This is an optimization exercise on Yosys and OpenROAD, whose aim is small area, a short achievable clock period and few clock cycles per item, not a production implementation. Function was checked by simulation only, so behaviour that the tests miss may differ from the original. Power and IR drop assume default switching activity.

## flow/config.mk

```make
export PLATFORM = sky130hd
export DESIGN_NAME = systolic_top
export DESIGN_NICKNAME = systolic_top
export VERILOG_FILES = /design/flow/design.v
export SDC_FILE = /design/flow/constraint.sdc
export NUM_CORES = 4
export LEC_CHECK = 0
export ABC_AREA = 1
export CAP_MARGIN = 20
export CORE_MARGIN = 2
export CORE_UTILIZATION = 40
export SETUP_SLACK_MARGIN = 5
export SLEW_MARGIN = 20
export TNS_END_PERCENT = 50
```

## flow/constraint.sdc

```tcl
create_clock -name core_clock -period 9.0 [get_ports {clk}]
set_input_delay 1.8000 -clock core_clock [delete_from_list [all_inputs] [get_ports {clk}]]
set_output_delay 1.8000 -clock core_clock [all_outputs]
set_load 0.01 [all_outputs]
```

## flow/design.v

```verilog
`timescale 1ns/10ps
package systolic_pkg;
    typedef logic signed [16-1:0]   data_t;
    typedef logic signed [8-1:0] weight_t;
    typedef logic signed [32-1:0]  accum_t;
    typedef logic [6-1:0]          wb_addr_t;
    typedef logic [32-1:0]          wb_data_t;
    typedef enum logic [2:0] {
        IDLE,
        CLEAR,
        FEED,
        DRAIN,
        DONE
    } seq_state_t;
endpackage
`timescale 1ns/10ps
module dot2_pp (
    input  logic [15:0] a0,
    input  logic [15:0] a1,
    input  logic [7:0]  e0,
    input  logic [7:0]  e1,
    output logic [61:0] pp
);
wire p0m0_one;
wire p0m0_two;
wire p0m0_neg;
wire p0m1_one;
wire p0m1_two;
wire p0m1_neg;
wire p0m2_one;
wire p0m2_two;
wire p0m2_neg;
wire p0m3_one;
wire p0m3_two;
wire p0m3_neg;
wire p1m0_one;
wire p1m0_two;
wire p1m0_neg;
wire p1m1_one;
wire p1m1_two;
wire p1m1_neg;
wire p1m2_one;
wire p1m2_two;
wire p1m2_neg;
wire p1m3_one;
wire p1m3_two;
wire p1m3_neg;
wire s1;
wire c2;
wire s3;
wire c4;
wire s5;
wire c6;
wire s7;
wire c8;
wire s9;
wire c10;
wire s11;
wire c12;
wire s13;
wire c14;
wire s15;
wire c16;
wire s17;
wire c18;
wire s19;
wire c20;
wire s21;
wire c22;
wire s23;
wire c24;
wire s25;
wire c26;
wire s27;
wire c28;
wire s29;
wire c30;
wire s31;
wire c32;
wire s33;
wire c34;
wire s35;
wire c36;
wire s37;
wire c38;
wire s39;
wire c40;
wire s41;
wire c42;
wire s43;
wire c44;
wire s45;
wire c46;
wire s47;
wire c48;
wire s49;
wire c50;
wire s51;
wire c52;
wire s53;
wire c54;
wire s55;
wire c56;
wire s57;
wire c58;
wire s59;
wire c60;
wire s61;
wire c62;
wire s63;
wire c64;
wire s65;
wire c66;
wire s67;
wire c68;
wire s69;
wire c70;
wire s71;
wire c72;
wire s73;
wire c74;
wire s75;
wire c76;
wire s77;
wire c78;
wire s79;
wire c80;
wire s81;
wire c82;
wire s83;
wire c84;
wire s85;
wire c86;
wire s87;
wire c88;
wire s89;
wire c90;
wire s91;
wire c92;
wire s93;
wire c94;
wire s95;
wire c96;
wire s97;
wire c98;
wire s99;
wire c100;
wire s101;
wire c102;
wire s103;
wire c104;
wire s105;
wire c106;
wire s107;
wire c108;
wire s109;
wire c110;
wire s111;
wire c112;
wire s113;
wire c114;
wire s115;
wire c116;
wire s117;
wire c118;
wire s119;
wire c120;
wire s121;
wire c122;
wire s123;
wire c124;
wire s125;
wire c126;
wire s127;
wire c128;
wire s129;
wire c130;
wire s131;
wire c132;
wire s133;
wire c134;
wire s135;
wire c136;
wire s137;
wire c138;
wire s139;
wire c140;
wire s141;
wire c142;
wire s143;
wire c144;
wire s145;
wire c146;
wire s147;
wire c148;
wire s149;
wire c150;
wire s151;
wire c152;
wire s153;
wire c154;
wire s155;
wire c156;
wire s157;
wire c158;
wire s159;
wire c160;
wire s161;
wire c162;
wire s163;
wire c164;
wire s165;
wire c166;
wire s167;
wire c168;
wire s169;
wire c170;
wire s171;
wire c172;
wire s173;
wire c174;
assign p0m0_one = e0[0];
assign p0m0_neg = e0[1];
assign p0m0_two = ~e0[0] & (e0[1] ^ 1'b0);
wire [16:0] p0m0_r;
assign p0m0_r[0] = ((p0m0_one & a0[0]) | (p0m0_two & 1'b0)) ^ p0m0_neg;
assign p0m0_r[1] = ((p0m0_one & a0[1]) | (p0m0_two & a0[0])) ^ p0m0_neg;
assign p0m0_r[2] = ((p0m0_one & a0[2]) | (p0m0_two & a0[1])) ^ p0m0_neg;
assign p0m0_r[3] = ((p0m0_one & a0[3]) | (p0m0_two & a0[2])) ^ p0m0_neg;
assign p0m0_r[4] = ((p0m0_one & a0[4]) | (p0m0_two & a0[3])) ^ p0m0_neg;
assign p0m0_r[5] = ((p0m0_one & a0[5]) | (p0m0_two & a0[4])) ^ p0m0_neg;
assign p0m0_r[6] = ((p0m0_one & a0[6]) | (p0m0_two & a0[5])) ^ p0m0_neg;
assign p0m0_r[7] = ((p0m0_one & a0[7]) | (p0m0_two & a0[6])) ^ p0m0_neg;
assign p0m0_r[8] = ((p0m0_one & a0[8]) | (p0m0_two & a0[7])) ^ p0m0_neg;
assign p0m0_r[9] = ((p0m0_one & a0[9]) | (p0m0_two & a0[8])) ^ p0m0_neg;
assign p0m0_r[10] = ((p0m0_one & a0[10]) | (p0m0_two & a0[9])) ^ p0m0_neg;
assign p0m0_r[11] = ((p0m0_one & a0[11]) | (p0m0_two & a0[10])) ^ p0m0_neg;
assign p0m0_r[12] = ((p0m0_one & a0[12]) | (p0m0_two & a0[11])) ^ p0m0_neg;
assign p0m0_r[13] = ((p0m0_one & a0[13]) | (p0m0_two & a0[12])) ^ p0m0_neg;
assign p0m0_r[14] = ((p0m0_one & a0[14]) | (p0m0_two & a0[13])) ^ p0m0_neg;
assign p0m0_r[15] = ((p0m0_one & a0[15]) | (p0m0_two & a0[14])) ^ p0m0_neg;
assign p0m0_r[16] = ((p0m0_one & a0[15]) | (p0m0_two & a0[15])) ^ p0m0_neg;
assign p0m1_one = e0[2];
assign p0m1_neg = e0[3];
assign p0m1_two = ~e0[2] & (e0[3] ^ e0[1]);
wire [16:0] p0m1_r;
assign p0m1_r[0] = ((p0m1_one & a0[0]) | (p0m1_two & 1'b0)) ^ p0m1_neg;
assign p0m1_r[1] = ((p0m1_one & a0[1]) | (p0m1_two & a0[0])) ^ p0m1_neg;
assign p0m1_r[2] = ((p0m1_one & a0[2]) | (p0m1_two & a0[1])) ^ p0m1_neg;
assign p0m1_r[3] = ((p0m1_one & a0[3]) | (p0m1_two & a0[2])) ^ p0m1_neg;
assign p0m1_r[4] = ((p0m1_one & a0[4]) | (p0m1_two & a0[3])) ^ p0m1_neg;
assign p0m1_r[5] = ((p0m1_one & a0[5]) | (p0m1_two & a0[4])) ^ p0m1_neg;
assign p0m1_r[6] = ((p0m1_one & a0[6]) | (p0m1_two & a0[5])) ^ p0m1_neg;
assign p0m1_r[7] = ((p0m1_one & a0[7]) | (p0m1_two & a0[6])) ^ p0m1_neg;
assign p0m1_r[8] = ((p0m1_one & a0[8]) | (p0m1_two & a0[7])) ^ p0m1_neg;
assign p0m1_r[9] = ((p0m1_one & a0[9]) | (p0m1_two & a0[8])) ^ p0m1_neg;
assign p0m1_r[10] = ((p0m1_one & a0[10]) | (p0m1_two & a0[9])) ^ p0m1_neg;
assign p0m1_r[11] = ((p0m1_one & a0[11]) | (p0m1_two & a0[10])) ^ p0m1_neg;
assign p0m1_r[12] = ((p0m1_one & a0[12]) | (p0m1_two & a0[11])) ^ p0m1_neg;
assign p0m1_r[13] = ((p0m1_one & a0[13]) | (p0m1_two & a0[12])) ^ p0m1_neg;
assign p0m1_r[14] = ((p0m1_one & a0[14]) | (p0m1_two & a0[13])) ^ p0m1_neg;
assign p0m1_r[15] = ((p0m1_one & a0[15]) | (p0m1_two & a0[14])) ^ p0m1_neg;
assign p0m1_r[16] = ((p0m1_one & a0[15]) | (p0m1_two & a0[15])) ^ p0m1_neg;
assign p0m2_one = e0[4];
assign p0m2_neg = e0[5];
assign p0m2_two = ~e0[4] & (e0[5] ^ e0[3]);
wire [16:0] p0m2_r;
assign p0m2_r[0] = ((p0m2_one & a0[0]) | (p0m2_two & 1'b0)) ^ p0m2_neg;
assign p0m2_r[1] = ((p0m2_one & a0[1]) | (p0m2_two & a0[0])) ^ p0m2_neg;
assign p0m2_r[2] = ((p0m2_one & a0[2]) | (p0m2_two & a0[1])) ^ p0m2_neg;
assign p0m2_r[3] = ((p0m2_one & a0[3]) | (p0m2_two & a0[2])) ^ p0m2_neg;
assign p0m2_r[4] = ((p0m2_one & a0[4]) | (p0m2_two & a0[3])) ^ p0m2_neg;
assign p0m2_r[5] = ((p0m2_one & a0[5]) | (p0m2_two & a0[4])) ^ p0m2_neg;
assign p0m2_r[6] = ((p0m2_one & a0[6]) | (p0m2_two & a0[5])) ^ p0m2_neg;
assign p0m2_r[7] = ((p0m2_one & a0[7]) | (p0m2_two & a0[6])) ^ p0m2_neg;
assign p0m2_r[8] = ((p0m2_one & a0[8]) | (p0m2_two & a0[7])) ^ p0m2_neg;
assign p0m2_r[9] = ((p0m2_one & a0[9]) | (p0m2_two & a0[8])) ^ p0m2_neg;
assign p0m2_r[10] = ((p0m2_one & a0[10]) | (p0m2_two & a0[9])) ^ p0m2_neg;
assign p0m2_r[11] = ((p0m2_one & a0[11]) | (p0m2_two & a0[10])) ^ p0m2_neg;
assign p0m2_r[12] = ((p0m2_one & a0[12]) | (p0m2_two & a0[11])) ^ p0m2_neg;
assign p0m2_r[13] = ((p0m2_one & a0[13]) | (p0m2_two & a0[12])) ^ p0m2_neg;
assign p0m2_r[14] = ((p0m2_one & a0[14]) | (p0m2_two & a0[13])) ^ p0m2_neg;
assign p0m2_r[15] = ((p0m2_one & a0[15]) | (p0m2_two & a0[14])) ^ p0m2_neg;
assign p0m2_r[16] = ((p0m2_one & a0[15]) | (p0m2_two & a0[15])) ^ p0m2_neg;
assign p0m3_one = e0[6];
assign p0m3_neg = e0[7];
assign p0m3_two = ~e0[6] & (e0[7] ^ e0[5]);
wire [16:0] p0m3_r;
assign p0m3_r[0] = ((p0m3_one & a0[0]) | (p0m3_two & 1'b0)) ^ p0m3_neg;
assign p0m3_r[1] = ((p0m3_one & a0[1]) | (p0m3_two & a0[0])) ^ p0m3_neg;
assign p0m3_r[2] = ((p0m3_one & a0[2]) | (p0m3_two & a0[1])) ^ p0m3_neg;
assign p0m3_r[3] = ((p0m3_one & a0[3]) | (p0m3_two & a0[2])) ^ p0m3_neg;
assign p0m3_r[4] = ((p0m3_one & a0[4]) | (p0m3_two & a0[3])) ^ p0m3_neg;
assign p0m3_r[5] = ((p0m3_one & a0[5]) | (p0m3_two & a0[4])) ^ p0m3_neg;
assign p0m3_r[6] = ((p0m3_one & a0[6]) | (p0m3_two & a0[5])) ^ p0m3_neg;
assign p0m3_r[7] = ((p0m3_one & a0[7]) | (p0m3_two & a0[6])) ^ p0m3_neg;
assign p0m3_r[8] = ((p0m3_one & a0[8]) | (p0m3_two & a0[7])) ^ p0m3_neg;
assign p0m3_r[9] = ((p0m3_one & a0[9]) | (p0m3_two & a0[8])) ^ p0m3_neg;
assign p0m3_r[10] = ((p0m3_one & a0[10]) | (p0m3_two & a0[9])) ^ p0m3_neg;
assign p0m3_r[11] = ((p0m3_one & a0[11]) | (p0m3_two & a0[10])) ^ p0m3_neg;
assign p0m3_r[12] = ((p0m3_one & a0[12]) | (p0m3_two & a0[11])) ^ p0m3_neg;
assign p0m3_r[13] = ((p0m3_one & a0[13]) | (p0m3_two & a0[12])) ^ p0m3_neg;
assign p0m3_r[14] = ((p0m3_one & a0[14]) | (p0m3_two & a0[13])) ^ p0m3_neg;
assign p0m3_r[15] = ((p0m3_one & a0[15]) | (p0m3_two & a0[14])) ^ p0m3_neg;
assign p0m3_r[16] = ((p0m3_one & a0[15]) | (p0m3_two & a0[15])) ^ p0m3_neg;
assign p1m0_one = e1[0];
assign p1m0_neg = e1[1];
assign p1m0_two = ~e1[0] & (e1[1] ^ 1'b0);
wire [16:0] p1m0_r;
assign p1m0_r[0] = ((p1m0_one & a1[0]) | (p1m0_two & 1'b0)) ^ p1m0_neg;
assign p1m0_r[1] = ((p1m0_one & a1[1]) | (p1m0_two & a1[0])) ^ p1m0_neg;
assign p1m0_r[2] = ((p1m0_one & a1[2]) | (p1m0_two & a1[1])) ^ p1m0_neg;
assign p1m0_r[3] = ((p1m0_one & a1[3]) | (p1m0_two & a1[2])) ^ p1m0_neg;
assign p1m0_r[4] = ((p1m0_one & a1[4]) | (p1m0_two & a1[3])) ^ p1m0_neg;
assign p1m0_r[5] = ((p1m0_one & a1[5]) | (p1m0_two & a1[4])) ^ p1m0_neg;
assign p1m0_r[6] = ((p1m0_one & a1[6]) | (p1m0_two & a1[5])) ^ p1m0_neg;
assign p1m0_r[7] = ((p1m0_one & a1[7]) | (p1m0_two & a1[6])) ^ p1m0_neg;
assign p1m0_r[8] = ((p1m0_one & a1[8]) | (p1m0_two & a1[7])) ^ p1m0_neg;
assign p1m0_r[9] = ((p1m0_one & a1[9]) | (p1m0_two & a1[8])) ^ p1m0_neg;
assign p1m0_r[10] = ((p1m0_one & a1[10]) | (p1m0_two & a1[9])) ^ p1m0_neg;
assign p1m0_r[11] = ((p1m0_one & a1[11]) | (p1m0_two & a1[10])) ^ p1m0_neg;
assign p1m0_r[12] = ((p1m0_one & a1[12]) | (p1m0_two & a1[11])) ^ p1m0_neg;
assign p1m0_r[13] = ((p1m0_one & a1[13]) | (p1m0_two & a1[12])) ^ p1m0_neg;
assign p1m0_r[14] = ((p1m0_one & a1[14]) | (p1m0_two & a1[13])) ^ p1m0_neg;
assign p1m0_r[15] = ((p1m0_one & a1[15]) | (p1m0_two & a1[14])) ^ p1m0_neg;
assign p1m0_r[16] = ((p1m0_one & a1[15]) | (p1m0_two & a1[15])) ^ p1m0_neg;
assign p1m1_one = e1[2];
assign p1m1_neg = e1[3];
assign p1m1_two = ~e1[2] & (e1[3] ^ e1[1]);
wire [16:0] p1m1_r;
assign p1m1_r[0] = ((p1m1_one & a1[0]) | (p1m1_two & 1'b0)) ^ p1m1_neg;
assign p1m1_r[1] = ((p1m1_one & a1[1]) | (p1m1_two & a1[0])) ^ p1m1_neg;
assign p1m1_r[2] = ((p1m1_one & a1[2]) | (p1m1_two & a1[1])) ^ p1m1_neg;
assign p1m1_r[3] = ((p1m1_one & a1[3]) | (p1m1_two & a1[2])) ^ p1m1_neg;
assign p1m1_r[4] = ((p1m1_one & a1[4]) | (p1m1_two & a1[3])) ^ p1m1_neg;
assign p1m1_r[5] = ((p1m1_one & a1[5]) | (p1m1_two & a1[4])) ^ p1m1_neg;
assign p1m1_r[6] = ((p1m1_one & a1[6]) | (p1m1_two & a1[5])) ^ p1m1_neg;
assign p1m1_r[7] = ((p1m1_one & a1[7]) | (p1m1_two & a1[6])) ^ p1m1_neg;
assign p1m1_r[8] = ((p1m1_one & a1[8]) | (p1m1_two & a1[7])) ^ p1m1_neg;
assign p1m1_r[9] = ((p1m1_one & a1[9]) | (p1m1_two & a1[8])) ^ p1m1_neg;
assign p1m1_r[10] = ((p1m1_one & a1[10]) | (p1m1_two & a1[9])) ^ p1m1_neg;
assign p1m1_r[11] = ((p1m1_one & a1[11]) | (p1m1_two & a1[10])) ^ p1m1_neg;
assign p1m1_r[12] = ((p1m1_one & a1[12]) | (p1m1_two & a1[11])) ^ p1m1_neg;
assign p1m1_r[13] = ((p1m1_one & a1[13]) | (p1m1_two & a1[12])) ^ p1m1_neg;
assign p1m1_r[14] = ((p1m1_one & a1[14]) | (p1m1_two & a1[13])) ^ p1m1_neg;
assign p1m1_r[15] = ((p1m1_one & a1[15]) | (p1m1_two & a1[14])) ^ p1m1_neg;
assign p1m1_r[16] = ((p1m1_one & a1[15]) | (p1m1_two & a1[15])) ^ p1m1_neg;
assign p1m2_one = e1[4];
assign p1m2_neg = e1[5];
assign p1m2_two = ~e1[4] & (e1[5] ^ e1[3]);
wire [16:0] p1m2_r;
assign p1m2_r[0] = ((p1m2_one & a1[0]) | (p1m2_two & 1'b0)) ^ p1m2_neg;
assign p1m2_r[1] = ((p1m2_one & a1[1]) | (p1m2_two & a1[0])) ^ p1m2_neg;
assign p1m2_r[2] = ((p1m2_one & a1[2]) | (p1m2_two & a1[1])) ^ p1m2_neg;
assign p1m2_r[3] = ((p1m2_one & a1[3]) | (p1m2_two & a1[2])) ^ p1m2_neg;
assign p1m2_r[4] = ((p1m2_one & a1[4]) | (p1m2_two & a1[3])) ^ p1m2_neg;
assign p1m2_r[5] = ((p1m2_one & a1[5]) | (p1m2_two & a1[4])) ^ p1m2_neg;
assign p1m2_r[6] = ((p1m2_one & a1[6]) | (p1m2_two & a1[5])) ^ p1m2_neg;
assign p1m2_r[7] = ((p1m2_one & a1[7]) | (p1m2_two & a1[6])) ^ p1m2_neg;
assign p1m2_r[8] = ((p1m2_one & a1[8]) | (p1m2_two & a1[7])) ^ p1m2_neg;
assign p1m2_r[9] = ((p1m2_one & a1[9]) | (p1m2_two & a1[8])) ^ p1m2_neg;
assign p1m2_r[10] = ((p1m2_one & a1[10]) | (p1m2_two & a1[9])) ^ p1m2_neg;
assign p1m2_r[11] = ((p1m2_one & a1[11]) | (p1m2_two & a1[10])) ^ p1m2_neg;
assign p1m2_r[12] = ((p1m2_one & a1[12]) | (p1m2_two & a1[11])) ^ p1m2_neg;
assign p1m2_r[13] = ((p1m2_one & a1[13]) | (p1m2_two & a1[12])) ^ p1m2_neg;
assign p1m2_r[14] = ((p1m2_one & a1[14]) | (p1m2_two & a1[13])) ^ p1m2_neg;
assign p1m2_r[15] = ((p1m2_one & a1[15]) | (p1m2_two & a1[14])) ^ p1m2_neg;
assign p1m2_r[16] = ((p1m2_one & a1[15]) | (p1m2_two & a1[15])) ^ p1m2_neg;
assign p1m3_one = e1[6];
assign p1m3_neg = e1[7];
assign p1m3_two = ~e1[6] & (e1[7] ^ e1[5]);
wire [16:0] p1m3_r;
assign p1m3_r[0] = ((p1m3_one & a1[0]) | (p1m3_two & 1'b0)) ^ p1m3_neg;
assign p1m3_r[1] = ((p1m3_one & a1[1]) | (p1m3_two & a1[0])) ^ p1m3_neg;
assign p1m3_r[2] = ((p1m3_one & a1[2]) | (p1m3_two & a1[1])) ^ p1m3_neg;
assign p1m3_r[3] = ((p1m3_one & a1[3]) | (p1m3_two & a1[2])) ^ p1m3_neg;
assign p1m3_r[4] = ((p1m3_one & a1[4]) | (p1m3_two & a1[3])) ^ p1m3_neg;
assign p1m3_r[5] = ((p1m3_one & a1[5]) | (p1m3_two & a1[4])) ^ p1m3_neg;
assign p1m3_r[6] = ((p1m3_one & a1[6]) | (p1m3_two & a1[5])) ^ p1m3_neg;
assign p1m3_r[7] = ((p1m3_one & a1[7]) | (p1m3_two & a1[6])) ^ p1m3_neg;
assign p1m3_r[8] = ((p1m3_one & a1[8]) | (p1m3_two & a1[7])) ^ p1m3_neg;
assign p1m3_r[9] = ((p1m3_one & a1[9]) | (p1m3_two & a1[8])) ^ p1m3_neg;
assign p1m3_r[10] = ((p1m3_one & a1[10]) | (p1m3_two & a1[9])) ^ p1m3_neg;
assign p1m3_r[11] = ((p1m3_one & a1[11]) | (p1m3_two & a1[10])) ^ p1m3_neg;
assign p1m3_r[12] = ((p1m3_one & a1[12]) | (p1m3_two & a1[11])) ^ p1m3_neg;
assign p1m3_r[13] = ((p1m3_one & a1[13]) | (p1m3_two & a1[12])) ^ p1m3_neg;
assign p1m3_r[14] = ((p1m3_one & a1[14]) | (p1m3_two & a1[13])) ^ p1m3_neg;
assign p1m3_r[15] = ((p1m3_one & a1[15]) | (p1m3_two & a1[14])) ^ p1m3_neg;
assign p1m3_r[16] = ((p1m3_one & a1[15]) | (p1m3_two & a1[15])) ^ p1m3_neg;
wire nx, na;
assign nx = p0m3_neg ^ p1m3_neg;
assign na = p0m3_neg & p1m3_neg;
assign s1 = p0m0_r[0] ^ p0m0_neg ^ p1m0_r[0];
assign c2 = (p0m0_r[0] & p0m0_neg) | (p0m0_r[0] & p1m0_r[0]) | (p0m0_neg & p1m0_r[0]);
assign s3 = p0m0_r[2] ^ p0m1_r[0] ^ p0m1_neg;
assign c4 = (p0m0_r[2] & p0m1_r[0]) | (p0m0_r[2] & p0m1_neg) | (p0m1_r[0] & p0m1_neg);
assign s5 = p1m0_r[2] ^ p1m1_r[0] ^ p1m1_neg;
assign c6 = (p1m0_r[2] & p1m1_r[0]) | (p1m0_r[2] & p1m1_neg) | (p1m1_r[0] & p1m1_neg);
assign s7 = p0m0_r[3] ^ p0m1_r[1] ^ p1m0_r[3];
assign c8 = (p0m0_r[3] & p0m1_r[1]) | (p0m0_r[3] & p1m0_r[3]) | (p0m1_r[1] & p1m0_r[3]);
assign s9 = p0m0_r[4] ^ p0m1_r[2] ^ p0m2_r[0];
assign c10 = (p0m0_r[4] & p0m1_r[2]) | (p0m0_r[4] & p0m2_r[0]) | (p0m1_r[2] & p0m2_r[0]);
assign s11 = p0m2_neg ^ p1m0_r[4] ^ p1m1_r[2];
assign c12 = (p0m2_neg & p1m0_r[4]) | (p0m2_neg & p1m1_r[2]) | (p1m0_r[4] & p1m1_r[2]);
assign s13 = p0m0_r[5] ^ p0m1_r[3] ^ p0m2_r[1];
assign c14 = (p0m0_r[5] & p0m1_r[3]) | (p0m0_r[5] & p0m2_r[1]) | (p0m1_r[3] & p0m2_r[1]);
assign s15 = p1m0_r[5] ^ p1m1_r[3] ^ p1m2_r[1];
assign c16 = (p1m0_r[5] & p1m1_r[3]) | (p1m0_r[5] & p1m2_r[1]) | (p1m1_r[3] & p1m2_r[1]);
assign s17 = p0m0_r[6] ^ p0m1_r[4] ^ p0m2_r[2];
assign c18 = (p0m0_r[6] & p0m1_r[4]) | (p0m0_r[6] & p0m2_r[2]) | (p0m1_r[4] & p0m2_r[2]);
assign s19 = p0m3_r[0] ^ p1m0_r[6] ^ p1m1_r[4];
assign c20 = (p0m3_r[0] & p1m0_r[6]) | (p0m3_r[0] & p1m1_r[4]) | (p1m0_r[6] & p1m1_r[4]);
assign s21 = p1m2_r[2] ^ p1m3_r[0] ^ nx;
assign c22 = (p1m2_r[2] & p1m3_r[0]) | (p1m2_r[2] & nx) | (p1m3_r[0] & nx);
assign s23 = p0m0_r[7] ^ p0m1_r[5] ^ p0m2_r[3];
assign c24 = (p0m0_r[7] & p0m1_r[5]) | (p0m0_r[7] & p0m2_r[3]) | (p0m1_r[5] & p0m2_r[3]);
assign s25 = p0m3_r[1] ^ p1m0_r[7] ^ p1m1_r[5];
assign c26 = (p0m3_r[1] & p1m0_r[7]) | (p0m3_r[1] & p1m1_r[5]) | (p1m0_r[7] & p1m1_r[5]);
assign s27 = p1m2_r[3] ^ p1m3_r[1] ^ na;
assign c28 = (p1m2_r[3] & p1m3_r[1]) | (p1m2_r[3] & na) | (p1m3_r[1] & na);
assign s29 = p0m0_r[8] ^ p0m1_r[6] ^ p0m2_r[4];
assign c30 = (p0m0_r[8] & p0m1_r[6]) | (p0m0_r[8] & p0m2_r[4]) | (p0m1_r[6] & p0m2_r[4]);
assign s31 = p0m3_r[2] ^ p1m0_r[8] ^ p1m1_r[6];
assign c32 = (p0m3_r[2] & p1m0_r[8]) | (p0m3_r[2] & p1m1_r[6]) | (p1m0_r[8] & p1m1_r[6]);
assign s33 = p0m0_r[9] ^ p0m1_r[7] ^ p0m2_r[5];
assign c34 = (p0m0_r[9] & p0m1_r[7]) | (p0m0_r[9] & p0m2_r[5]) | (p0m1_r[7] & p0m2_r[5]);
assign s35 = p0m3_r[3] ^ p1m0_r[9] ^ p1m1_r[7];
assign c36 = (p0m3_r[3] & p1m0_r[9]) | (p0m3_r[3] & p1m1_r[7]) | (p1m0_r[9] & p1m1_r[7]);
assign s37 = p0m0_r[10] ^ p0m1_r[8] ^ p0m2_r[6];
assign c38 = (p0m0_r[10] & p0m1_r[8]) | (p0m0_r[10] & p0m2_r[6]) | (p0m1_r[8] & p0m2_r[6]);
assign s39 = p0m3_r[4] ^ p1m0_r[10] ^ p1m1_r[8];
assign c40 = (p0m3_r[4] & p1m0_r[10]) | (p0m3_r[4] & p1m1_r[8]) | (p1m0_r[10] & p1m1_r[8]);
assign s41 = p0m0_r[11] ^ p0m1_r[9] ^ p0m2_r[7];
assign c42 = (p0m0_r[11] & p0m1_r[9]) | (p0m0_r[11] & p0m2_r[7]) | (p0m1_r[9] & p0m2_r[7]);
assign s43 = p0m3_r[5] ^ p1m0_r[11] ^ p1m1_r[9];
assign c44 = (p0m3_r[5] & p1m0_r[11]) | (p0m3_r[5] & p1m1_r[9]) | (p1m0_r[11] & p1m1_r[9]);
assign s45 = p0m0_r[12] ^ p0m1_r[10] ^ p0m2_r[8];
assign c46 = (p0m0_r[12] & p0m1_r[10]) | (p0m0_r[12] & p0m2_r[8]) | (p0m1_r[10] & p0m2_r[8]);
assign s47 = p0m3_r[6] ^ p1m0_r[12] ^ p1m1_r[10];
assign c48 = (p0m3_r[6] & p1m0_r[12]) | (p0m3_r[6] & p1m1_r[10]) | (p1m0_r[12] & p1m1_r[10]);
assign s49 = p0m0_r[13] ^ p0m1_r[11] ^ p0m2_r[9];
assign c50 = (p0m0_r[13] & p0m1_r[11]) | (p0m0_r[13] & p0m2_r[9]) | (p0m1_r[11] & p0m2_r[9]);
assign s51 = p0m3_r[7] ^ p1m0_r[13] ^ p1m1_r[11];
assign c52 = (p0m3_r[7] & p1m0_r[13]) | (p0m3_r[7] & p1m1_r[11]) | (p1m0_r[13] & p1m1_r[11]);
assign s53 = p0m0_r[14] ^ p0m1_r[12] ^ p0m2_r[10];
assign c54 = (p0m0_r[14] & p0m1_r[12]) | (p0m0_r[14] & p0m2_r[10]) | (p0m1_r[12] & p0m2_r[10]);
assign s55 = p0m3_r[8] ^ p1m0_r[14] ^ p1m1_r[12];
assign c56 = (p0m3_r[8] & p1m0_r[14]) | (p0m3_r[8] & p1m1_r[12]) | (p1m0_r[14] & p1m1_r[12]);
assign s57 = p0m0_r[15] ^ p0m1_r[13] ^ p0m2_r[11];
assign c58 = (p0m0_r[15] & p0m1_r[13]) | (p0m0_r[15] & p0m2_r[11]) | (p0m1_r[13] & p0m2_r[11]);
assign s59 = p0m3_r[9] ^ p1m0_r[15] ^ p1m1_r[13];
assign c60 = (p0m3_r[9] & p1m0_r[15]) | (p0m3_r[9] & p1m1_r[13]) | (p1m0_r[15] & p1m1_r[13]);
assign s61 = ~p0m0_r[16] ^ p0m1_r[14] ^ p0m2_r[12];
assign c62 = (~p0m0_r[16] & p0m1_r[14]) | (~p0m0_r[16] & p0m2_r[12]) | (p0m1_r[14] & p0m2_r[12]);
assign s63 = p0m3_r[10] ^ ~p1m0_r[16] ^ p1m1_r[14];
assign c64 = (p0m3_r[10] & ~p1m0_r[16]) | (p0m3_r[10] & p1m1_r[14]) | (~p1m0_r[16] & p1m1_r[14]);
assign s65 = p0m1_r[15] ^ p0m2_r[13] ^ p0m3_r[11];
assign c66 = (p0m1_r[15] & p0m2_r[13]) | (p0m1_r[15] & p0m3_r[11]) | (p0m2_r[13] & p0m3_r[11]);
assign s67 = p1m1_r[15] ^ p1m2_r[13] ^ p1m3_r[11];
assign c68 = (p1m1_r[15] & p1m2_r[13]) | (p1m1_r[15] & p1m3_r[11]) | (p1m2_r[13] & p1m3_r[11]);
assign s69 = ~p0m1_r[16] ^ p0m2_r[14] ^ p0m3_r[12];
assign c70 = (~p0m1_r[16] & p0m2_r[14]) | (~p0m1_r[16] & p0m3_r[12]) | (p0m2_r[14] & p0m3_r[12]);
assign s71 = ~p1m1_r[16] ^ p1m2_r[14] ^ p1m3_r[12];
assign c72 = (~p1m1_r[16] & p1m2_r[14]) | (~p1m1_r[16] & p1m3_r[12]) | (p1m2_r[14] & p1m3_r[12]);
assign s73 = p0m2_r[15] ^ p0m3_r[13] ^ p1m2_r[15];
assign c74 = (p0m2_r[15] & p0m3_r[13]) | (p0m2_r[15] & p1m2_r[15]) | (p0m3_r[13] & p1m2_r[15]);
assign s75 = ~p0m2_r[16] ^ p0m3_r[14] ^ ~p1m2_r[16];
assign c76 = (~p0m2_r[16] & p0m3_r[14]) | (~p0m2_r[16] & ~p1m2_r[16]) | (p0m3_r[14] & ~p1m2_r[16]);
assign s77 = ~p0m3_r[16] ^ ~p1m3_r[16] ^ 1'b1;
assign c78 = (~p0m3_r[16] & ~p1m3_r[16]) | (~p0m3_r[16] & 1'b1) | (~p1m3_r[16] & 1'b1);
assign s79 = p0m0_r[1] ^ p1m0_r[1] ^ c2;
assign c80 = (p0m0_r[1] & p1m0_r[1]) | (p0m0_r[1] & c2) | (p1m0_r[1] & c2);
assign s81 = p1m1_r[1] ^ c4 ^ c6;
assign c82 = (p1m1_r[1] & c4) | (p1m1_r[1] & c6) | (c4 & c6);
assign s83 = p1m2_r[0] ^ p1m2_neg ^ c8;
assign c84 = (p1m2_r[0] & p1m2_neg) | (p1m2_r[0] & c8) | (p1m2_neg & c8);
assign s85 = c10 ^ c12 ^ s13;
assign c86 = (c10 & c12) | (c10 & s13) | (c12 & s13);
assign s87 = c14 ^ c16 ^ s17;
assign c88 = (c14 & c16) | (c14 & s17) | (c16 & s17);
assign s89 = c18 ^ c20 ^ c22;
assign c90 = (c18 & c20) | (c18 & c22) | (c20 & c22);
assign s91 = s23 ^ s25 ^ s27;
assign c92 = (s23 & s25) | (s23 & s27) | (s25 & s27);
assign s93 = p1m2_r[4] ^ p1m3_r[2] ^ c24;
assign c94 = (p1m2_r[4] & p1m3_r[2]) | (p1m2_r[4] & c24) | (p1m3_r[2] & c24);
assign s95 = c26 ^ c28 ^ s29;
assign c96 = (c26 & c28) | (c26 & s29) | (c28 & s29);
assign s97 = p1m2_r[5] ^ p1m3_r[3] ^ c30;
assign c98 = (p1m2_r[5] & p1m3_r[3]) | (p1m2_r[5] & c30) | (p1m3_r[3] & c30);
assign s99 = c32 ^ s33 ^ s35;
assign c100 = (c32 & s33) | (c32 & s35) | (s33 & s35);
assign s101 = p1m2_r[6] ^ p1m3_r[4] ^ c34;
assign c102 = (p1m2_r[6] & p1m3_r[4]) | (p1m2_r[6] & c34) | (p1m3_r[4] & c34);
assign s103 = c36 ^ s37 ^ s39;
assign c104 = (c36 & s37) | (c36 & s39) | (s37 & s39);
assign s105 = p1m2_r[7] ^ p1m3_r[5] ^ c38;
assign c106 = (p1m2_r[7] & p1m3_r[5]) | (p1m2_r[7] & c38) | (p1m3_r[5] & c38);
assign s107 = c40 ^ s41 ^ s43;
assign c108 = (c40 & s41) | (c40 & s43) | (s41 & s43);
assign s109 = p1m2_r[8] ^ p1m3_r[6] ^ c42;
assign c110 = (p1m2_r[8] & p1m3_r[6]) | (p1m2_r[8] & c42) | (p1m3_r[6] & c42);
assign s111 = c44 ^ s45 ^ s47;
assign c112 = (c44 & s45) | (c44 & s47) | (s45 & s47);
assign s113 = p1m2_r[9] ^ p1m3_r[7] ^ c46;
assign c114 = (p1m2_r[9] & p1m3_r[7]) | (p1m2_r[9] & c46) | (p1m3_r[7] & c46);
assign s115 = c48 ^ s49 ^ s51;
assign c116 = (c48 & s49) | (c48 & s51) | (s49 & s51);
assign s117 = p1m2_r[10] ^ p1m3_r[8] ^ c50;
assign c118 = (p1m2_r[10] & p1m3_r[8]) | (p1m2_r[10] & c50) | (p1m3_r[8] & c50);
assign s119 = c52 ^ s53 ^ s55;
assign c120 = (c52 & s53) | (c52 & s55) | (s53 & s55);
assign s121 = p1m2_r[11] ^ p1m3_r[9] ^ c54;
assign c122 = (p1m2_r[11] & p1m3_r[9]) | (p1m2_r[11] & c54) | (p1m3_r[9] & c54);
assign s123 = c56 ^ s57 ^ s59;
assign c124 = (c56 & s57) | (c56 & s59) | (s57 & s59);
assign s125 = p1m2_r[12] ^ p1m3_r[10] ^ c58;
assign c126 = (p1m2_r[12] & p1m3_r[10]) | (p1m2_r[12] & c58) | (p1m3_r[10] & c58);
assign s127 = c60 ^ s61 ^ s63;
assign c128 = (c60 & s61) | (c60 & s63) | (s61 & s63);
assign s129 = 1'b1 ^ c62 ^ c64;
assign c130 = (1'b1 & c62) | (1'b1 & c64) | (c62 & c64);
assign s131 = 1'b1 ^ c66 ^ c68;
assign c132 = (1'b1 & c66) | (1'b1 & c68) | (c66 & c68);
assign s133 = p1m3_r[13] ^ c70 ^ c72;
assign c134 = (p1m3_r[13] & c70) | (p1m3_r[13] & c72) | (c70 & c72);
assign s135 = p1m3_r[14] ^ 1'b1 ^ c74;
assign c136 = (p1m3_r[14] & 1'b1) | (p1m3_r[14] & c74) | (1'b1 & c74);
assign s137 = p0m3_r[15] ^ p1m3_r[15] ^ c76;
assign c138 = (p0m3_r[15] & p1m3_r[15]) | (p0m3_r[15] & c76) | (p1m3_r[15] & c76);
assign s139 = s3 ^ s5 ^ c80;
assign c140 = (s3 & s5) | (s3 & c80) | (s5 & c80);
assign s141 = s9 ^ s11 ^ c82;
assign c142 = (s9 & s11) | (s9 & c82) | (s11 & c82);
assign s143 = s15 ^ c84 ^ s85;
assign c144 = (s15 & c84) | (s15 & s85) | (c84 & s85);
assign s145 = s19 ^ s21 ^ c86;
assign c146 = (s19 & s21) | (s19 & c86) | (s21 & c86);
assign s147 = c88 ^ s89 ^ s91;
assign c148 = (c88 & s89) | (c88 & s91) | (s89 & s91);
assign s149 = s31 ^ c90 ^ c92;
assign c150 = (s31 & c90) | (s31 & c92) | (c90 & c92);
assign s151 = c94 ^ c96 ^ s97;
assign c152 = (c94 & c96) | (c94 & s97) | (c96 & s97);
assign s153 = c98 ^ c100 ^ s101;
assign c154 = (c98 & c100) | (c98 & s101) | (c100 & s101);
assign s155 = c102 ^ c104 ^ s105;
assign c156 = (c102 & c104) | (c102 & s105) | (c104 & s105);
assign s157 = c106 ^ c108 ^ s109;
assign c158 = (c106 & c108) | (c106 & s109) | (c108 & s109);
assign s159 = c110 ^ c112 ^ s113;
assign c160 = (c110 & c112) | (c110 & s113) | (c112 & s113);
assign s161 = c114 ^ c116 ^ s117;
assign c162 = (c114 & c116) | (c114 & s117) | (c116 & s117);
assign s163 = c118 ^ c120 ^ s121;
assign c164 = (c118 & c120) | (c118 & s121) | (c120 & s121);
assign s165 = c122 ^ c124 ^ s125;
assign c166 = (c122 & c124) | (c122 & s125) | (c124 & s125);
assign s167 = s65 ^ s67 ^ c126;
assign c168 = (s65 & s67) | (s65 & c126) | (s67 & c126);
assign s169 = s69 ^ s71 ^ c130;
assign c170 = (s69 & s71) | (s69 & c130) | (s71 & c130);
assign s171 = s73 ^ c132 ^ s133;
assign c172 = (s73 & c132) | (s73 & s133) | (c132 & s133);
assign s173 = s75 ^ c134 ^ s135;
assign c174 = (s75 & c134) | (s75 & s135) | (c134 & s135);
assign pp[0] = p1m0_neg;
assign pp[1] = s1;
assign pp[2] = s79;
assign pp[3] = s139;
assign pp[4] = s7;
assign pp[5] = s81;
assign pp[6] = c140;
assign pp[7] = s83;
assign pp[8] = s141;
assign pp[9] = c142;
assign pp[10] = s143;
assign pp[11] = s87;
assign pp[12] = c144;
assign pp[13] = s145;
assign pp[14] = c146;
assign pp[15] = s147;
assign pp[16] = s93;
assign pp[17] = s95;
assign pp[18] = c148;
assign pp[19] = s149;
assign pp[20] = s99;
assign pp[21] = c150;
assign pp[22] = s151;
assign pp[23] = s103;
assign pp[24] = c152;
assign pp[25] = s153;
assign pp[26] = s107;
assign pp[27] = c154;
assign pp[28] = s155;
assign pp[29] = s111;
assign pp[30] = c156;
assign pp[31] = s157;
assign pp[32] = s115;
assign pp[33] = c158;
assign pp[34] = s159;
assign pp[35] = s119;
assign pp[36] = c160;
assign pp[37] = s161;
assign pp[38] = s123;
assign pp[39] = c162;
assign pp[40] = s163;
assign pp[41] = s127;
assign pp[42] = c164;
assign pp[43] = s165;
assign pp[44] = c128;
assign pp[45] = s129;
assign pp[46] = c166;
assign pp[47] = s167;
assign pp[48] = s131;
assign pp[49] = c168;
assign pp[50] = s169;
assign pp[51] = c170;
assign pp[52] = s171;
assign pp[53] = c172;
assign pp[54] = s173;
assign pp[55] = c136;
assign pp[56] = s137;
assign pp[57] = c174;
assign pp[58] = s77;
assign pp[59] = c138;
assign pp[60] = c78;
assign pp[61] = 1'b1;
endmodule
module dot2_fin (
    input  logic [61:0] pp,
    output logic [24:0] sum
);
logic [24:0] r0, r1;
wire s175;
wire c176;
wire s177;
wire c178;
wire s179;
wire c180;
wire s181;
wire c182;
wire s183;
wire c184;
wire s185;
wire c186;
wire s187;
wire c188;
wire s189;
wire c190;
wire s191;
wire c192;
wire s193;
wire c194;
wire s195;
wire c196;
wire s197;
wire c198;
wire s199;
wire c200;
wire s201;
wire c202;
wire s203;
wire c204;
wire s205;
wire c206;
wire s207;
wire c208;
wire s209;
wire c210;
wire s211;
wire c212;
wire s213;
wire c214;
wire s215;
wire c216;
wire s217;
wire c218;
wire s219;
wire c220;
wire s221;
wire c222;
wire s223;
wire c224;
wire s225;
wire c226;
wire s227;
wire c228;
wire s229;
wire c230;
wire s231;
wire c232;
wire s233;
wire c234;
wire s235;
wire c236;
assign s175 = pp[16] ^ pp[17];
assign c176 = pp[16] & pp[17];
assign s177 = pp[20] ^ pp[21];
assign c178 = pp[20] & pp[21];
assign s179 = pp[23] ^ pp[24];
assign c180 = pp[23] & pp[24];
assign s181 = pp[26] ^ pp[27];
assign c182 = pp[26] & pp[27];
assign s183 = pp[29] ^ pp[30];
assign c184 = pp[29] & pp[30];
assign s185 = pp[32] ^ pp[33];
assign c186 = pp[32] & pp[33];
assign s187 = pp[35] ^ pp[36];
assign c188 = pp[35] & pp[36];
assign s189 = pp[38] ^ pp[39];
assign c190 = pp[38] & pp[39];
assign s191 = pp[41] ^ pp[42];
assign c192 = pp[41] & pp[42];
assign s193 = pp[44] ^ pp[45] ^ pp[46];
assign c194 = (pp[44] & pp[45]) | (pp[44] & pp[46]) | (pp[45] & pp[46]);
assign s195 = pp[48] ^ pp[49];
assign c196 = pp[48] & pp[49];
assign s197 = pp[4] ^ pp[5];
assign c198 = pp[4] & pp[5];
assign s199 = pp[7] ^ pp[8];
assign c200 = pp[7] & pp[8];
assign s201 = pp[9] ^ pp[10];
assign c202 = pp[9] & pp[10];
assign s203 = pp[11] ^ pp[12] ^ pp[13];
assign c204 = (pp[11] & pp[12]) | (pp[11] & pp[13]) | (pp[12] & pp[13]);
assign s205 = pp[14] ^ pp[15];
assign c206 = pp[14] & pp[15];
assign s207 = pp[18] ^ pp[19] ^ s175;
assign c208 = (pp[18] & pp[19]) | (pp[18] & s175) | (pp[19] & s175);
assign s209 = pp[22] ^ c176 ^ s177;
assign c210 = (pp[22] & c176) | (pp[22] & s177) | (c176 & s177);
assign s211 = pp[25] ^ c178 ^ s179;
assign c212 = (pp[25] & c178) | (pp[25] & s179) | (c178 & s179);
assign s213 = pp[28] ^ c180 ^ s181;
assign c214 = (pp[28] & c180) | (pp[28] & s181) | (c180 & s181);
assign s215 = pp[31] ^ c182 ^ s183;
assign c216 = (pp[31] & c182) | (pp[31] & s183) | (c182 & s183);
assign s217 = pp[34] ^ c184 ^ s185;
assign c218 = (pp[34] & c184) | (pp[34] & s185) | (c184 & s185);
assign s219 = pp[37] ^ c186 ^ s187;
assign c220 = (pp[37] & c186) | (pp[37] & s187) | (c186 & s187);
assign s221 = pp[40] ^ c188 ^ s189;
assign c222 = (pp[40] & c188) | (pp[40] & s189) | (c188 & s189);
assign s223 = pp[43] ^ c190 ^ s191;
assign c224 = (pp[43] & c190) | (pp[43] & s191) | (c190 & s191);
assign s225 = pp[47] ^ c192 ^ s193;
assign c226 = (pp[47] & c192) | (pp[47] & s193) | (c192 & s193);
assign s227 = pp[50] ^ c194 ^ s195;
assign c228 = (pp[50] & c194) | (pp[50] & s195) | (c194 & s195);
assign s229 = pp[51] ^ pp[52] ^ c196;
assign c230 = (pp[51] & pp[52]) | (pp[51] & c196) | (pp[52] & c196);
assign s231 = pp[53] ^ pp[54];
assign c232 = pp[53] & pp[54];
assign s233 = pp[55] ^ pp[56] ^ pp[57];
assign c234 = (pp[55] & pp[56]) | (pp[55] & pp[57]) | (pp[56] & pp[57]);
assign s235 = pp[58] ^ pp[59];
assign c236 = pp[58] & pp[59];
assign r0[0] = pp[0];
assign r1[0] = pp[1];
assign r0[1] = pp[2];
assign r1[1] = 1'b0;
assign r0[2] = pp[3];
assign r1[2] = 1'b0;
assign r0[3] = pp[6];
assign r1[3] = s197;
assign r0[4] = c198;
assign r1[4] = s199;
assign r0[5] = c200;
assign r1[5] = s201;
assign r0[6] = c202;
assign r1[6] = s203;
assign r0[7] = c204;
assign r1[7] = s205;
assign r0[8] = c206;
assign r1[8] = s207;
assign r0[9] = c208;
assign r1[9] = s209;
assign r0[10] = c210;
assign r1[10] = s211;
assign r0[11] = c212;
assign r1[11] = s213;
assign r0[12] = c214;
assign r1[12] = s215;
assign r0[13] = c216;
assign r1[13] = s217;
assign r0[14] = c218;
assign r1[14] = s219;
assign r0[15] = c220;
assign r1[15] = s221;
assign r0[16] = c222;
assign r1[16] = s223;
assign r0[17] = c224;
assign r1[17] = s225;
assign r0[18] = c226;
assign r1[18] = s227;
assign r0[19] = c228;
assign r1[19] = s229;
assign r0[20] = c230;
assign r1[20] = s231;
assign r0[21] = c232;
assign r1[21] = s233;
assign r0[22] = c234;
assign r1[22] = s235;
assign r0[23] = pp[60];
assign r1[23] = c236;
assign r0[24] = pp[61];
assign r1[24] = 1'b0;
assign sum = r0 + r1;
endmodule
`timescale 1ns/10ps
module systolic_top (
    input  logic        clk,
    input  logic        rst_n,
    input  logic        wb_cyc,
    input  logic        wb_stb,
    input  logic        wb_we,
    input  logic [5:0]  wb_adr,
    input  logic [31:0] wb_dat_w,
    output logic [31:0] wb_dat_r,
    output logic        wb_ack
);
    logic [15:0] ax [2];
    logic [15:0] ay [2];
    logic [7:0]  bu [2];
    logic [7:0]  bv [2];
    logic [7:0]  b_enc;
    logic [24:0] c_ring [4];
    logic        c_vld;
    logic        busy;
    logic        done;
    logic [1:0]  run_cnt;
    logic [1:0]  k;
    logic        k0_n, k1_n;
    logic        access;
    logic        wr_en;
    logic        start;
    logic [24:0] rd_d;
    logic [24:0] rd_q;
    assign access = wb_cyc && wb_stb && !wb_ack;
    assign wr_en  = access && wb_we && !busy;
    assign start  = wr_en && (wb_adr == 6'd8) && wb_dat_w[0];
    always_ff @(posedge clk or negedge rst_n) begin
        if (!rst_n) begin
            wb_ack <= 1'b0;
        end else begin
            wb_ack <= access;
        end
    end
    assign k0_n = ~k[0];
    assign k1_n = k[1] ^ k[0];
    logic wr_a, wr_b;
    assign wr_a = wr_en && (wb_adr[5:2] == 4'd0);
    assign wr_b = wr_en && (wb_adr[5:2] == 4'd1);
    function automatic logic [7:0] booth_enc(input logic [7:0] b);
        for (int m = 0; m < 4; m++) begin
            booth_enc[2*m]   = b[2*m] ^ ((m == 0) ? 1'b0 : b[2*m-1]);
            booth_enc[2*m+1] = b[2*m+1];
        end
    endfunction
    function automatic logic [7:0] booth_dec(input logic [7:0] e);
        for (int m = 0; m < 4; m++) begin
            booth_dec[2*m+1] = e[2*m+1];
            booth_dec[2*m]   = e[2*m] ^ ((m == 0) ? 1'b0 : e[2*m-1]);
        end
    endfunction
    assign b_enc = booth_enc(wb_dat_w[7:0]);
    for (genvar p = 0; p < 2; p++) begin : g_ring
        logic wa_x, wa_y, wb_u, wb_v;
        assign wa_x = wr_a && (wb_adr[1] == (1'(p) ^ k0_n)) && !wb_adr[0];
        assign wa_y = wr_a && (wb_adr[1] == (1'(p) ^ k0_n)) &&  wb_adr[0];
        assign wb_u = wr_b && (wb_adr[0] == (1'(p) ^ k1_n)) && !wb_adr[1];
        assign wb_v = wr_b && (wb_adr[0] == (1'(p) ^ k1_n)) &&  wb_adr[1];
        always_ff @(posedge clk or negedge rst_n) begin
            if (!rst_n) begin
                ax[p] <= '0;
                ay[p] <= '0;
                bu[p] <= '0;
                bv[p] <= '0;
            end else begin
                ax[p] <= wa_x ? wb_dat_w[15:0] : ax[1-p];
                ay[p] <= wa_y ? wb_dat_w[15:0] : ay[1-p];
                bu[p] <= wb_u ? b_enc : (k[0] ? bu[1-p] : bu[p]);
                bv[p] <= wb_v ? b_enc : (k[0] ? bv[1-p] : bv[p]);
            end
        end
    end
    always_ff @(posedge clk or negedge rst_n) begin
        if (!rst_n) begin
            busy    <= 1'b0;
            done    <= 1'b0;
            c_vld   <= 1'b0;
            run_cnt <= '0;
            k       <= '0;
        end else begin
            k <= k + 2'd1;
            if (start) begin
                busy    <= 1'b1;
                done    <= 1'b0;
                c_vld   <= 1'b1;
                run_cnt <= '0;
            end else if (busy) begin
                run_cnt <= run_cnt + 2'd1;
                if (run_cnt == 2'd2) begin
                    busy <= 1'b0;
                    done <= 1'b1;
                end
            end
        end
    end
    logic [61:0] pp;
    logic [61:0] pp_q;
    logic [24:0] sum;
    dot2_pp u_pp (
        .a0 (ax[0]),
        .a1 (ay[0]),
        .e0 (bu[0]),
        .e1 (bv[0]),
        .pp (pp)
    );
    always_ff @(posedge clk) begin
        pp_q <= pp;
    end
    dot2_fin u_fin (
        .pp  (pp_q),
        .sum (sum)
    );
    always_ff @(posedge clk) begin
        c_ring[0] <= (start || busy) ? sum : c_ring[3];
        c_ring[1] <= c_ring[0];
        c_ring[2] <= c_ring[1];
        c_ring[3] <= c_ring[2];
    end
    logic       hi_a, hi_b, hi_c;
    logic [1:0] sel_x, sel_y, sel_u, sel_v;
    logic [3:0] sel_c;
    logic       sel_s;
    assign hi_a  = wb_adr[5:2] == 4'd0;
    assign hi_b  = wb_adr[5:2] == 4'd1;
    assign hi_c  = (wb_adr[5:2] == 4'd3) && c_vld;
    assign sel_s = wb_adr == 6'd9;
    for (genvar p = 0; p < 2; p++) begin : g_rsel
        assign sel_x[p] = hi_a && !wb_adr[0] && (wb_adr[1] == (1'(p) ^ k[0]));
        assign sel_y[p] = hi_a &&  wb_adr[0] && (wb_adr[1] == (1'(p) ^ k[0]));
        assign sel_u[p] = hi_b && !wb_adr[1] && (wb_adr[0] == (1'(p) ^ k[1]));
        assign sel_v[p] = hi_b &&  wb_adr[1] && (wb_adr[0] == (1'(p) ^ k[1]));
    end
    for (genvar p = 0; p < 4; p++) begin : g_csel
        logic [1:0] q;
        assign q = k - 2'(p) - 2'd2;
        assign sel_c[p] = hi_c && (wb_adr[1:0] == {q[0], q[1]});
    end
    always_comb begin
        rd_d = {23'd0, sel_s && done, sel_s && busy};
        for (int p = 0; p < 2; p++) begin
            rd_d = rd_d
                 | ({25{sel_x[p]}} & {{9{ax[p][15]}}, ax[p]})
                 | ({25{sel_y[p]}} & {{9{ay[p][15]}}, ay[p]})
                 | ({25{sel_u[p]}} & {{17{bu[p][7]}}, booth_dec(bu[p])})
                 | ({25{sel_v[p]}} & {{17{bv[p][7]}}, booth_dec(bv[p])});
        end
        for (int p = 0; p < 4; p++) begin
            rd_d = rd_d | ({25{sel_c[p]}} & c_ring[p]);
        end
    end
    always_ff @(posedge clk) begin
        rd_q <= rd_d;
    end
    assign wb_dat_r = {{7{rd_q[24]}}, rd_q};
endmodule
```

## flow/flow/run.sh

```bash
#!/bin/bash
# The standard layout (the standard.sh, unchanged synthesis), with
#  - a clock tree of mid-size buffers, clusters of up to 16 flip-flops and no
#    dummy balancing loads,
#  - plain buf_4 cells as the port buffers.
# Each tool's log is under orfs/logs; make's output goes to flow.log.
set -euo pipefail
MARGIN=${MARGIN:-6}
bash standard.sh SETUP_SLACK_MARGIN=$MARGIN \
  "CTS_ARGS=-sink_clustering_enable -repair_clock_nets -sink_clustering_size 16 -sink_clustering_max_diameter 60 -buf_list sky130_fd_sc_hd__clkbuf_8 -dont_use_dummy_load" \
  "BUFFER_PORTS_ARGS=-buffer_cell sky130_fd_sc_hd__buf_4" \
  finish > flow.log 2>&1
```

## flow/standard.sh

```bash
#!/bin/bash
# synth_recipe.tcl (not shown) runs the flow's synth.tcl, then flattens the netlist and writes it again
# the make line also repeats each setting of config.mk as NAME=value (left out here)
make -C /OpenROAD-flow-scripts/flow DESIGN_CONFIG=/design/flow/config.mk WORK_HOME=/design/flow/orfs CLKGATE_MAP_FILE= SYNTH_SCRIPT=/design/flow/synth_recipe.tcl "${@:-finish}"
```

==> run notes, run 1 <==
• 4086 — Fill cells
• 3520 ps — data arrival time at the worst-slack endpoint
• 11 — total of warnings raised by yosys
• 17600 um2 — Placed Area
• 113 uV — Max VDD drop
• 12.7% — fraction of final layout cells with drive strength greater than 1
• 35.9% — post-synthesis async set-or-reset flop share
• 44 — largest fanout on the critical path
• 13.9% — synthesis-to-finish area growth
• 0.934 — weighted congestion reported at the end of routability-driven placement
• 5.36 — ratio of routed vias to standard cells
• 41100 um2 — Std-Cell Core Area
• 37200 um — placed wire-length estimate after detailed placement
• 3 — maximum clock insertion buffer count
• 37.7% — portion of the post-synthesis area used by sequential elements
• 74 — Row Count
• clkbuf_8 — clock root buffer
• 308 ps — worst hold slack after final layout
• 22.2% — fraction of post-synthesis cell area in the top cell type by area
• 746 ps — Worst Tran Pin Value
• 0 — total setup violations reported at the end of the flow
• 0.325 GHz — top achievable clock speed
• 0 — Max Cap Viol
• 53400 um — overall routed net length
• 0 — number of remaining DRC errors
• 1 — H-tree depth reported by CTS
• 46.5% — core utilization of the finished layout
• 16800 um2 — netlist area before placement
• 19.8 um — wire length per cell
• 290 — flip-flop and latch count after synthesis
• 0 — gr ovfl total
• 43600 um2 — Die ar.
• 100 ps — clock input transition at the sequential cells of the worst setup and hold paths
• dfxtp_1 — most used flip-flop cell after synthesis
• 209 um — floorplan die width
• 6 — number of optimization iterations in the first detailed-route pass
• 0 — initial antenna violation count
• 40.8% — starting utilization of the core area
• 153 nW/um2 — ratio of total power to cell area
• 105 ps — Worst Skew
• dfxtp_1 (22%), dfrtp_1 (16%), nand2_1 (11%), fa_1 (11%), xor2_1 (7.1%) — top post-synthesis cells by area
• 2094 — gate count of the mapped netlist
• 2346 — NumNets Final
• 50.3% — relative slew slack
• 209 um — Die Span Y
• yes — RSZ-0062 raised after global routing
• 14400 — total via count after detailed routing
• 3080 ps — min cycle time layout
• 34.2% — portion of the clock cycle consumed by the worst path in the final layout
• 59 — number of I/O port buffers
• nand2_1 (494), inv_1 (254), nand3_1 (185), dfxtp_1 (185), o21ai_0 (133) — leading cell types in the layout, fill and taps excluded
• 8.01 um2 — post-synthesis area per instance
• 0 — final antenna-violating net count
• 19100 um2 — post-route design area
• 24.0% — total global routing track utilization
• 290 — clock sink count
• 40 — number of unique standard cell types used by synthesis
• 59 — maximum number of pins on one net before global-route repair
• 0 ps — total negative slack
• 13900 — vias in the first global route
• flip-flop to flip-flop — worst min-delay path class
• primary input — critical path startpoint category
• finished clean — status
• 0 — final hold violation count
• 5990 ps — setup slack of the most critical reg-to-reg path
• flip-flop — Worst Setup End Kind
• 0 — number of flops mapped to enable cells by yosys
• 2276 — synthesized net count
• 29 — cts bufs inserted
• dfxtp_1 — library cell occupying the most area in the post-synthesis netlist
• primary input to flip-flop — start-to-end type of the worst setup path
• 76 — I/O Pins
• 0 — final slew viol count
• 9440 ps — required time of the critical path
• 9.23 nW — Static Leak
• yes — TritonCTS clock tree
• 1569 — number of DRC markers after the initial detailed-route iteration
• 650 ps — clock latency on the worst-skew pair
• 82000 um — first-pass GRT wire length
• 2.92 mW — overall power
• nand2_1 — commonest non-fill, non-tap cell in the layout
per-layer routing:
layer	wire length [um]	share of wire (%)	up-vias	track usage, %
met5	0	0	-	0
met4	1850	3.5	0	8.00
met2	23700	44	662	38.0
li1	-	-	6774	-
met3	4540	8.5	105	4.28
met1	23300	44	6892	33.2
cell families after synthesis:
family	count (synthesis)	share of synthesized area, %
flops	290	37.7
fa+ha+maj	139	14.6
buf+inv	394	9.29
xor+xnor	148	7.89
simple gates	832	20.8
compound gates	290	9.66
mux	1	0.0597
synthesized netlist by cell type (2+ instances only):
cell type	n
clkinv_1	28
o21ai_1	6
a31oi_1	2
buf_2	23
nand2_1	509
o22ai_1	120
nand3b_1	8
or2_2	3
ha_1	45
dfxtp_1	186
nand3_1	189
xor2_1	136
nand3_2	2
o211ai_1	4
nor2_1	98
and2_1	2
fa_1	94
buf_1	10
dfrtp_1	104
nand4_1	12
inv_1	273
o21ai_0	136
nor3_1	3
buf_4	13
xnor2_1	10
clkbuf_1	45
a21oi_1	20
worst max-delay path, cell delays in order:
cell and delay, ps:
buf_4 120, inv_1 40, nand2_1 90, nor2_1 210, and2_1 200, buf_8 280
nand2_2 230, o21ai_0 210, nor2_1 50, nand3_1 230
stage by stage:
step,std cells,setup slack (ps)
after global placement,2608,4460
after floorplan,2094,5990
after global routing,2694,5840
after detailed placement,2608,4420
after CTS,2679,5680
final,2695,5920
flip-flops by register name, indices dropped and copies added (netlist names):
register / flops
wb_ack: 1
c_vld: 1
ay: 32
busy: 1
done: 1
pp_q: 61
ax: 32
bv: 16
k: 2
rd_q: 25
bu: 16
c_ring: 100
run_cnt: 2
report_power, final:
part,switching [mW],total [mW],internal [mW]
registers,0.0605,1.47,1.40
logic,0.466,0.733,0.267
clock network,0.438,0.721,0.284
worst paths after layout:
check	from	endpoint	depth (start not counted)
max	wb_adr[5]	rd_q[5]	10
min	c_ring[0][13]	c_ring[1][13]	0
max reg2reg	bv[0][5]	pp_q[15]	10
min reg2reg	c_ring[0][13]	c_ring[1][13]	0
max in group asynchronous	rst_n	bu[0][6]	2
min in group asynchronous	rst_n	ay[1][6]	1
final cells by class:
type / count / area, um2 / area share, %
Sequential cell: 290 / 6350 / 33.2
Tap cell: 532 / 666 / 3.49
Multi-Input combinational cell: 1412 / 9360 / 49.0
Clock buffer: 29 / 399 / 2.09
Inverter: 302 / 1210 / 6.34
Timing Repair Buffer: 129 / 1110 / 5.84
Antenna cell: 1 / 2.50 / 0.0131
timing repair:
| item | CTS | global route |
|---|---|---|
| resized for setup | 80 | 69 |
| pin swaps | 12 | 21 |
| cloned | 1 | 2 |
| setup endpoints to repair | 193 | 111 |
| setup buffers | 41 | 13 |
| endpoints found under the hold margin | 0 | 0 |
| hold buffers | 0 | 0 |
Testbench counts, summed over its fixed seeds: cycles 11,520, jobs 384.
==> inputs of run 2 (changes only) <==
--- a/flow/config.mk
+++ b/flow/config.mk
@@ -11,4 +11,3 @@
 export CORE_UTILIZATION = 40
 export SETUP_SLACK_MARGIN = 5
 export SLEW_MARGIN = 20
-export TNS_END_PERCENT = 50
==> run notes, run 2 <==
• flip-flop to flip-flop — start-to-end type of the worst setup path
• dfxtp_1 — most used flip-flop cell after synthesis
• 209 um — Die Span Y, unchanged
• 1479 — number of DRC markers after the initial detailed-route iteration, -5.7%
• 40.8% — starting utilization of the core area, unchanged
• 5.38 — ratio of routed vias to standard cells, +0.39%
• 12.4% — fraction of final layout cells with drive strength greater than 1, -0.27 points
• 0 — final slew viol count, unchanged
• bu[0][3] — worst r2r src
• nand2_1 — commonest non-fill, non-tap cell in the layout
• 0 — total setup violations reported at the end of the flow, unchanged
• 22.2% — fraction of post-synthesis cell area in the top cell type by area, unchanged
• 0.327 GHz — top achievable clock speed, +0.70%
• 37.7% — portion of the post-synthesis area used by sequential elements, unchanged
• 1 — H-tree depth reported by CTS, unchanged
• 2.91 mW — overall power, -0.48%
• 37400 um — placed wire-length estimate after detailed placement, +0.55%
• bu[0][3] — worst setup path startpoint
• 19200 um2 — post-route design area, +0.29%
• c_ring — register with the most flip-flops
• 9.31 nW — Static Leak, +0.80%
• 0 ps — total negative slack, unchanged
• 41100 um2 — Std-Cell Core Area, unchanged
• 640 ps — clock latency on the worst-skew pair, about the same
• fa_1 — most frequent CP cell
• nand2_1 (509), inv_1 (273), nand3_1 (189) — synth cell count leaders
• 93.1 ps — Worst Skew, -11.9 ps
• 550 ps — Slowest Stage Delay on Critical Path, +270 ps
• 34.0% — portion of the clock cycle consumed by the worst path in the final layout, -0.24 points
• 930 ps — Worst Tran Pin Value, +185 ps
• 209 um — floorplan die width, unchanged
• 3 — Buf/Inv on CP, unchanged
• 14.3% — synthesis-to-finish area growth
• dfxtp_1 — library cell occupying the most area in the post-synthesis netlist
• 17600 um2 — Placed Area, -0.11%
• 8.01 um2 — post-synthesis area per instance, unchanged
• 11 — total of warnings raised by yosys, unchanged
• flip-flop — Worst Setup End Kind
• 5940 ps — setup slack of the most critical reg-to-reg path, -50 ps
• 0 — final hold violation count, unchanged
• 0 — number of flops mapped to enable cells by yosys, unchanged
• clkbuf_8 — clock root buffer
• 20.0 um — wire length per cell, +0.62%
• 13900 — vias in the first global route, -0.53%
• 290 — clock sink count, unchanged
• 76 — I/O Pins, unchanged
• adder cells — gate family responsible for the most delay along the worst path
• 69 — maximum number of pins on one net before global-route repair, +17%
• 0 — final antenna-violating net count, unchanged
• 2353 — NumNets Final, +0.30%
• 2276 — synthesized net count, unchanged
• 43600 um2 — Die ar., unchanged
• c_ring[1][4] — Worst Min Path Start
• 12 — largest fanout on the critical path, -73%
• dfxtp_1 (22%), dfrtp_1 (16%), nand2_1 (11%), fa_1 (11%), xor2_1 (7.1%) — top post-synthesis cells by area
• 3060 ps — min cycle time layout, -21.4 ps
• yes — RSZ-0062 raised after global routing
• 74 — Row Count, unchanged
• 16800 um2 — netlist area before placement, unchanged
• 14500 — total via count after detailed routing, +0.61%
• finished clean — status
• flip-flop to flip-flop — worst min-delay path class
• nand2_1 (496), inv_1 (257), nand3_1 (186), dfxtp_1 (185), xor2_1 (134) — leading cell types in the layout, fill and taps excluded
• 2701 — post-layout instance count excluding filler cells, +0.22%
• 4046 — Fill cells, -0.98%
• 59 — number of I/O port buffers, unchanged
• 81900 um — first-pass GRT wire length, -0.10%
• c_ring: 100 flops, pp_q: 61 flops — registers with the highest flip-flop counts
• 290 — flip-flop and latch count after synthesis, unchanged
• 0 — Max Cap Viol, unchanged
• 2094 — gate count of the mapped netlist, unchanged
• nand2_1 — dominant cell by count in the synthesized netlist
• 0 — gr ovfl total, unchanged
• 3 — maximum clock insertion buffer count, unchanged
• 40 — number of unique standard cell types used by synthesis, unchanged
• 2605 — Placed Instances, -0.12%
• 6 — number of optimization iterations in the first detailed-route pass, unchanged
• 24.2% — total global routing track utilization, +0.25 points
• 38.0% — relative slew slack, -12 points
• 101 uV — Max VDD drop, -10%
• 100 — flip-flop count of the largest register after layout, unchanged
• 0.926 — weighted congestion reported at the end of routability-driven placement, -0.82%
• 3480 ps — data arrival time at the worst-slack endpoint, -40 ps
• flip-flop — critical path startpoint category
• 0 — number of remaining DRC errors, unchanged
• 53900 um — overall routed net length, +0.84%
• dfrtp_4 — critical-path cell with the highest stage delay
• 35.9% — post-synthesis async set-or-reset flop share, unchanged
• 9420 ps — required time of the critical path, -20 ps
• 29 — cts bufs inserted, unchanged
• 152 nW/um2 — ratio of total power to cell area, -0.77%
• yes — TritonCTS clock tree
• 110 ps — clock input transition at the sequential cells of the worst setup and hold paths, about the same
• buf_6, a21oi_4, o21ai_4, buf_12, o22ai_1, xor2_1, fa_1, fa_1, inv_1, fa_1 — cell-by-cell listing of the critical path
• 1 — initial antenna violation count, +1
• 0 — Ant. Diodes, -1
[run 2: cell counts after synthesis]
No cell type changed its count.
[run 2: final cells by class]
class	instances	area, um2	share of cell area, %
clock buffer	29	399	2.08
tap	532	666	3.48
timing repair inverter	1	7.51	0.0392
sequential	290	6350	33.2
timing repair buffer	135	1240	6.48
inverter	302	1200	6.25
multi-input combinational	1412	9290	48.5
[run 2: cells by family (layout without fill, tap and decap cells)]
kind of cell	Yosys count	in the layout	synth area share, %
AO/OA/AOI/OAI	290	290	9.66
XOR/XNOR	148	148	7.89
adder cells (fa/ha/maj)	139	139	14.6
buffers and inverters	394	467	9.29
flip-flops	290	290	37.7
multiplexers	1	1	0.0597
AND/OR/NAND/NOR	832	834	20.8
[run 2: path summary, 6_finish.rpt]
check | cells after the start | to
max in group asynchronous | 2 | bu[0][5]
worst min-delay path | 0 | c_ring[2][4]
worst min register to register | 0 | c_ring[2][4]
worst max register to register | 10 | pp_q[10]
min in group asynchronous | 1 | run_cnt[1]
worst max-delay path | 10 | pp_q[10]
[run 2: repair_timing]
item / in CTS / in global routing
gates resized for setup: 81 / 64
setup endpoints to repair: 196 / 111
pin swaps: 17 / 26
hold buffers: 0 / 0
cloned: 3 / 1
buffers inserted: 37 / 26
[run 2: stage by stage]
step	worst slack, ps	hold slack (ps)	util [%]
after floorplan	5990	323	-
after global placement	4530	330	42.8
after detailed placement	4440	331	42.8
after CTS	5950	284	45.4
after global routing	5870	274	46.6
final	5940	285	46.6
[run 2: routing by layer]
| layer | vias up | part of all wire [%] | track usage [%] |
|---|---|---|---|
| li1 | 6795 | - | - |
| met1 | 6925 | 43 | 33.6 |
| met4 | 0 | 3.6 | 8.18 |
| met2 | 697 | 45 | 39.1 |
| met3 | 104 | 8.1 | 3.20 |
| met5 | - | 0 | 0 |
[run 2: where the power goes]
group | total (mW) | internal [mW] | leakage [nW] | switching, mW
Combinational | 0.725 | 0.262 | 6.17 | 0.462
Sequential | 1.47 | 1.40 | 2.92 | 0.0630
Clock | 0.713 | 0.283 | 0.209 | 0.430

[what the ideal ports hide]
In the flow no input, the clock included, has a driving cell. The finished layouts below were timed again as built, in two steps.
Step 1, drivers: a clkbuf_16 drives clk and a buf_2 each remaining input, both assumed.
Step 2 also shifts input and output timing later by t, the mid clock arrival at the registers, as if the neighbouring blocks saw the same clock.
Slacks: no drivers / after step 1 / after step 2; pairs: no drivers / after step 1.
run	t (ns)	slack for setup (ns)	worst setup path after step 2	worst data-port slew with drivers (ns)	cell pins on the clock port's net
run 1	0.653	5.921 / 5.939 / 5.286	input to register	0.06	1
run 2	0.645	5.942 / 5.942 / 5.372	input to register	0.07	1
After both steps every run listed still meets setup and hold. For run 1, which loses most, drivers alone change the setup slack by +0.018 ns; drivers and shift together by -0.635 ns.
